What follows belongs to an exercise in optimizing a design on an open flow for small area and a short achievable clock period; a production flow would make more cautious choices.
Function was checked by simulation only, so behaviour that the tests miss may differ from the original.
Power figures rest on the tool's default switching activity, not on a simulated workload.

## juniper
Design branch_detect_top, start of the top module:
module branch_detect_top (
  input  logic          w_IssueFifoFire_1,
  input  logic          rstn,
  input  logic          i_pkt_valid,
  input  logic [935:0]  i_pkt,
  output logic          o_issue_valid,
  output logic [939:0]  o_issue,
  output logic          o_redirect_valid,
  output logic [31:0]   o_redirect
);
Settings: LEC_CHECK=0, CAP_MARGIN=20, CORE_AREA=4 4 556 556, CTS_CLUSTER_DIAMETER=60, CTS_CLUSTER_SIZE=30, DIE_AREA=0 0 560 560, SETUP_SLACK_MARGIN=5, SLEW_MARGIN=20; clock period 8.0 ns.
standard.sh (not shown) runs the stock make flow with config.mk's settings and CLKGATE_MAP_FILE= SYNTH_SCRIPT=/design/flow/synth_recipe.tcl, a recipe that flattens the netlist after the stock synthesis.
==> flow/flow/run.sh <==
#!/bin/bash
# Standard ORFS layout with two changes to how it is placed:
#  - every port still gets a buffer, but a small buf_1 instead of the
#    default pick (clkdlybuf4s50_1), which is larger and slower;
#  - the pin placer keeps each packet input bit next to the output bit it
#    becomes (i_pkt[j] beside o_issue[j+4]), so that bit's three pipeline
#    registers can sit in a short chain between its two pins.
set -uo pipefail
groups=""
for ((j = 0; j < 936; j++)); do
  groups+=" -group_pins {i_pkt[$j] o_issue[$((j + 4))]}"
done
bash standard.sh \
  'BUFFER_PORTS_ARGS=-buffer_cell sky130_fd_sc_hd__buf_1' \
  "PLACE_PINS_ARGS=$groups" \
  finish > standard.log 2>&1
diff inputs: juniper => pepper
==> flow/flow/run.sh <==
#!/bin/bash
set -uo pipefail
groups=""
for ((j = 0; j < 936; j++)); do
  groups+=" -group_pins {i_pkt[$j] o_issue[$((j + 4))]}"
done
bash standard.sh \
  'BUFFER_PORTS_ARGS=-buffer_cell sky130_fd_sc_hd__buf_1' \
  "PLACE_PINS_ARGS=$groups" \
  SETUP_SLACK_MARGIN=5.6 \
  finish > standard.log 2>&1
==> flow/config.mk <==
export PLATFORM = sky130hd
export DESIGN_NAME = branch_detect_top
export DESIGN_NICKNAME = branch_detect_top
export VERILOG_FILES = /design/flow/design.v
export SDC_FILE = /design/flow/constraint.sdc
export NUM_CORES = 4
export LEC_CHECK = 0
export CAP_MARGIN = 20
export CORE_AREA = 4 4 996 216
export CTS_CLUSTER_DIAMETER = 50
export CTS_CLUSTER_SIZE = 25
export DIE_AREA = 0 0 1000 220
export SETUP_SLACK_MARGIN = 5
export SLEW_MARGIN = 20
==> comparison <==
Summary of pepper over juniper: die area lower; cell total after placement lower. pepper — portion of total power attributed to combinational logic 3.0 points higher, juniper as reference. pepper gives more total global routing track utilization than juniper did. pepper has count of TritonRoute iterations in the first routing pass below what juniper had. Between juniper and pepper, the flow reports routability congestion estimate from global placement increasing slightly. Endpoint of the worst setup timing path: o_redirect[31] -> pepper, o_issue_valid -> juniper. pepper vs juniper on HPWL after detailed placement: pepper is the lower one. The maximum cell stage delay along the critical path in pepper sits 0.02 ns above the value recorded for juniper. [compare] base=juniper new=pepper: area added between synthesis and finish grew by 2.4 points; non-clock buffer count picked up an extra 59; sequential share of layout area dropped 0.71 points.
[inputs] sierra vs pepper
==> flow/flow/run.sh <==
#!/bin/bash
# Standard ORFS layout, except that every port gets a small buf_1 as its
# buffer instead of the default pick (clkdlybuf4s50_1), which is larger
# and slower.
set -uo pipefail
bash standard.sh \
  'BUFFER_PORTS_ARGS=-buffer_cell sky130_fd_sc_hd__buf_1' \
  finish > standard.log 2>&1
==> flow/config.mk <==
export PLATFORM = sky130hd
export DESIGN_NAME = branch_detect_top
export DESIGN_NICKNAME = branch_detect_top
export VERILOG_FILES = /design/flow/design.v
export SDC_FILE = /design/flow/constraint.sdc
export NUM_CORES = 4
export LEC_CHECK = 0
export CAP_MARGIN = 20
export CORE_AREA = 4 4 556 556
export CTS_CLUSTER_DIAMETER = 60
export CTS_CLUSTER_SIZE = 30
export DIE_AREA = 0 0 560 560
export SETUP_SLACK_MARGIN = 5
export SLEW_MARGIN = 20
==> run notes <==
Note that the clock power recorded for pepper amounts to 0.61 times the value seen in sierra. When sierra is set beside pepper, its number of resized instances in the post-cts repair step turns out to be 2.1% smaller. Taking pepper as the reference, in sierra switching power summed over all nets now sits higher; number of sequential storage elements now sits at about the same level; sequential cell fraction of total power now sits lower; post-route fraction of the period consumed by the critical path now sits lower; post-synthesis register bit count now sits at about the same level.

========
## run A
branch_detect_top again, from the RTL that the note above started with.
==> flow/config.mk <==
export PLATFORM = sky130hd
export DESIGN_NAME = branch_detect_top
export DESIGN_NICKNAME = branch_detect_top
export VERILOG_FILES = /design/flow/design.v
export SDC_FILE = /design/flow/constraint.sdc
export NUM_CORES = 4
export LEC_CHECK = 0
export CAP_MARGIN = 20
export CORE_AREA = 4 4 436 436
export CTS_BUF_LIST = sky130_fd_sc_hd__clkbuf_4 sky130_fd_sc_hd__clkbuf_8
export DIE_AREA = 0 0 440 440
export SLEW_MARGIN = 20
==> flow/constraint.sdc <==
create_clock -name core_clock -period 8.0 [get_ports {w_IssueFifoFire_1}]
set_input_delay 1.6000 -clock core_clock [delete_from_list [all_inputs] [get_ports {w_IssueFifoFire_1}]]
set_output_delay 1.6000 -clock core_clock [all_outputs]
set_load 0.01 [all_outputs]
==> flow/flow/run.sh <==
#!/bin/bash
# Standard ORFS layout with two placement options changed:
#  - every port still gets a buffer, but a small buf_1 instead of the
#    default pick (clkdlybuf4s50_1), which is larger and slower;
#  - pins may sit one routing track apart, which lets the die shrink.
set -uo pipefail
bash standard.sh \
  'BUFFER_PORTS_ARGS=-buffer_cell sky130_fd_sc_hd__buf_1' \
  'PLACE_PINS_ARGS=-min_distance 1 -min_distance_in_tracks' \
  finish > standard.log 2>&1
Run A: GRT-0116 in global routing -> run aborted
Edits applied to the flow inputs when going from run A to run B:
Settings: putting SETUP_SLACK_MARGIN at 5 where nothing was set; clearing CTS_BUF_LIST, which used to be sky130_fd_sc_hd__clkbuf_4 sky130_fd_sc_hd__clkbuf_8; swapping 0 0 440 440 for 0 0 1000 220 in DIE_AREA; putting CTS_CLUSTER_SIZE at 25 where nothing was set; swapping 4 4 436 436 for 4 4 996 216 in CORE_AREA; putting CTS_CLUSTER_DIAMETER at 50 where nothing was set.
==> flow/flow/run.sh <==
#!/bin/bash
# Standard ORFS layout with two changes to how it is placed:
#  - every port still gets a buffer, but a small buf_1 instead of the
#    default pick (clkdlybuf4s50_1), which is larger and slower;
#  - the pin placer keeps each packet input bit next to the output bit it
#    becomes (i_pkt[j] beside o_issue[j+4]), so that bit's three pipeline
#    registers can sit in a short chain between its two pins.
set -uo pipefail
groups=""
for ((j = 0; j < 936; j++)); do
  groups+=" -group_pins {i_pkt[$j] o_issue[$((j + 4))]}"
done
bash standard.sh \
  'BUFFER_PORTS_ARGS=-buffer_cell sky130_fd_sc_hd__buf_1' \
  "PLACE_PINS_ARGS=$groups" \
  finish > standard.log 2>&1
Results
- Run B completed end to end with timing, DRC and antenna clean.
- Re count of distinct cell types in the synthesized netlist: no difference whatsoever between run B and run A.
- Sort run B and run A by post-CTS setup-driven buffer insertion count, ascending, and run A comes first.
- Post-place instance area: run B higher than run A
- As far as area share of fa/ha/maj cells after synthesis goes, run A and run B are indistinguishable; the numbers are identical.
- The post-place setup slack number comes out lower for run B vs run A.
- Width of the chip: run B vs run A up 130%
- In run B the cell count after placement turned out 329 higher than in run A.
- Reported for run B and run A, synthesized netlist cell count turned out identical to the last digit.
- Summary of the comparison: initial core utilization is lower in run B, relative to run A.
- | cell row count | higher: run A |
The following lists how run C was set up differently from run B:
Settings: PLACE_DENSITY now 0.45, previously not set.
==> flow/flow/run.sh <==
#!/bin/bash
# Standard ORFS layout, except that every port gets a small buf_1 as its
# buffer instead of the default pick (clkdlybuf4s50_1), which is larger
# and slower.
set -uo pipefail
bash standard.sh \
  'BUFFER_PORTS_ARGS=-buffer_cell sky130_fd_sc_hd__buf_1' \
  finish > standard.log 2>&1
### Flow results
Run C against run B: length of routed met3 wiring fell by about 47%; source-to-sink clock delay at the later pin of the worst-skew pair fell by 0.02 ns.
Compare run C and run B | wire length on met2 higher: run C

what the ideal ports hide:
The flow's constraints put no driver on any port. The routed layouts listed below were extracted and timed again, unchanged, in two steps. Step 1 sets driving cells, clkbuf_16 on the clock port and buf_2 on the other inputs (assumed; they add their load-dependent delay and slew). Step 2 moves the port delays by t, midway between the first and last clock arrival at a register: inputs arrive t later, outputs are due t later. That takes back most of the time a late clock gives input paths. a / b / c = no drivers / after step 1 / after step 2; a / b = the first two.
run	t, ns	setup slack, ns	clock arrival spread, ns	pins driven straight from the clock port
juniper	0.929	4.950 / 4.853 / 4.088	0.075 / 0.075	1
pepper	0.931	4.864 / 4.768 / 4.263	0.070 / 0.070	1
sierra	0.973	4.906 / 4.815 / 4.110	0.135 / 0.134	1
run B	0.937	4.903 / 4.903 / 4.028	0.049 / 0.050	1
run C	0.924	4.955 / 4.839 / 4.227	0.047 / 0.047	1
After both steps every run listed still meets setup and hold. For run B, which loses most, drivers alone change the setup slack by 0.000 ns; drivers and shift together by -0.875 ns.
